What follows belongs to an exercise in optimizing a design on an open flow for small area and a short achievable clock period; a production flow would make more cautious choices.
Only simulation tests tie the RTL to the original design; equivalence was not proved.
Power and IR drop assume default switching activity.

==> 02-24 <==
==> flow/design.v (excerpt) <==
module decode_top (
  input  logic                  clk,
  input  logic                  reset,
  input  logic                  fe_valid,
  input  logic [31:0]           fe_inst,
  input  logic [32-1:0]     fe_pc,
  input  logic                  br_flush,
  input  logic [32-1:0]     wb_value,
  output logic                  fe_stall,
  output logic                  de_valid,
  output decode_pkg::op_t       de_op,
  output logic [32-1:0]     de_pc,
  output logic [32-1:0]     de_rs1_val,
  output logic [32-1:0]     de_rs2_val,
  output logic [32-1:0]     de_imm,
  output logic [5-1:0] de_rd,
  output logic                  de_wr_reg,
  output logic                  de_is_branch
);
  decode_pkg::op_t   op;
  logic              wr_reg;
  logic [4:0]        imm_kind;
  logic              de_bubble;
  logic [32-1:0] rs1_val;
  logic [32-1:0] rs2_val;
  logic              valid_q;
  decode_pkg::op_t   op_q;
  logic [4:0]        rd_q;
  logic              wr_q;
  logic [4:0]        kind_q;   
  logic [31:12]      ir_q;     
  logic [4:0]        rd1_q, rd2_q, rd3_q;
  logic              wr1_q, wr2_q, wr3_q;
  inst_decoder u_dec (
    .inst     (fe_inst),
    .op       (op),
    .wr_reg   (wr_reg),
    .imm_kind (imm_kind)
  );
  hazard_unit u_haz (
  ...
export LEC_CHECK = 0
export ABC_CLOCK_PERIOD_IN_PS = 4500
export CAP_MARGIN = 20
export CORE_MARGIN = 2
export CORE_UTILIZATION = 50
export CTS_CLUSTER_DIAMETER = 100
export CTS_CLUSTER_SIZE = 20
export PLACE_DENSITY = 0.8
export SETUP_SLACK_MARGIN = 2.2
export SLEW_MARGIN = 20
export SYNTH_HIERARCHICAL = 1
create_clock -name core_clock -period 5.5 [get_ports {clk}]
standard.sh (not shown) runs the stock make flow with config.mk's settings and CLKGATE_MAP_FILE= SYNTH_SCRIPT=/design/flow/synth_recipe.tcl, a recipe that flattens the netlist after the stock synthesis.
==> flow/flow/run.sh <==
#!/bin/bash
# The standard layout (standard.sh) with these changes:
#  - synthesis is flow/my_synth.tcl: synth_recipe.tcl with the register file
#    mapped by ABC for area and the hazard unit for
#    delay (see my_synth.tcl);
#  - ports are buffered with buf_2 cells instead of the resizer's default
#    (a delay cell), which is smaller and faster;
#  - clock tree synthesis inserts no dummy loads.
# make's full output goes to flow_make.log in this folder; ORFS's per-step
# logs stay under orfs/logs.
set -euo pipefail
export FLOW_WORK=$PWD
export BUFFER_PORTS_ARGS="-buffer_cell sky130_fd_sc_hd__buf_2"
export CTS_ARGS="-sink_clustering_enable -repair_clock_nets -dont_use_dummy_load -sink_clustering_size 20 -sink_clustering_max_diameter 100"
sed "s#SYNTH_SCRIPT=[^ ]*#SYNTH_SCRIPT=$PWD/flow/my_synth.tcl#" standard.sh > my_standard.sh
bash my_standard.sh > flow_make.log 2>&1
==> flow/flow/abc_hz.script <==
strash
dch
map -D 500
buffer -p
upsize -D 500
dnsize -D 500
==> flow/flow/abc_rf.script <==
&get -n
&st
&syn2
&dch
&nf -R 1000
&put
==> flow/flow/my_synth.tcl <==
# The standard synthesis (synth_recipe.tcl, unchanged) with one change:
# ABC maps two modules with scripts of their own before it maps the rest of
# the design with ORFS's usual script: the register file with an
# area-oriented script (flow/abc_rf.script) and the hazard unit, which holds
# the input-to-output fe_stall path, with a delay-oriented one
# (flow/abc_hz.script). Registers are mapped before ABC runs, so they are the
# same as in the standard synthesis.
proc abc {args} {
  set i [lsearch -exact $args -script]
  set rf_args [lreplace $args [expr {$i + 1}] [expr {$i + 1}] $::env(FLOW_WORK)/flow/abc_rf.script]
  set hz_args [lreplace $args [expr {$i + 1}] [expr {$i + 1}] $::env(FLOW_WORK)/flow/abc_hz.script]
  yosys abc {*}$rf_args reg_file
  yosys abc {*}$hz_args hazard_unit
  yosys abc {*}$args
}
source $::env(FLOW_WORK)/synth_recipe.tcl
==> 09-20: changes against 02-24 <==
Settings changed: PLACE_DENSITY 0.8 to 0.75.
==> summary.txt <==
In 09-20 the wire length is lower than in 02-24, by about 1.1%. Die area is the same in 09-20 and 02-24. Of 09-20 and 02-24, 09-20 has the higher maximum frequency (gap about 2.5%, measured against 02-24). In synthesized cell count, 02-24 and 09-20 do not differ. Of 02-24 and 09-20, 02-24 has the higher register-to-register slack (gap 0.18 ns). Of 09-20 and 02-24, 02-24 has the higher count of clock-buffer cells in the layout (gap 1). Of 09-20 and 02-24, 02-24 has the higher first-iteration DRC count (gap 10%, measured against 02-24). Combinational power is about the same in 09-20 and 02-24.

[static timing again, ports no longer ideal]
No port has a modelled driver above. Below, the same layouts with a new extraction and two added sets of constraints.
Step 1 sets driving cells, clkbuf_16 on the clock port and buf_2 on the other inputs (assumed; they add their load-dependent delay and slew).
Step 2 times the ports against the registers' clock, not the clock port: input delays grow and output delays shrink by t, the midpoint of the rising clock arrivals with the driver on.
Slacks: no drivers / after step 1 / after step 2; pairs: no drivers / after step 1.
| run | shift t [ns] | setup slack, ns | worst setup path at the end | worst slew at a driven data input, ns | pins driven straight from the clock port |
|---|---|---|---|---|---|
| 02-24 | 0.710 | 2.115 / 2.121 / 1.412 | input to register | 0.10 | 1 |
| 09-20 | 0.714 | 2.197 / 2.174 / 1.520 | input to register | 0.09 | 1 |
After both steps every run listed still meets setup and hold. The setup slack of 02-24, which loses most, moves by +0.006 ns with the drivers and by -0.703 ns with both steps.
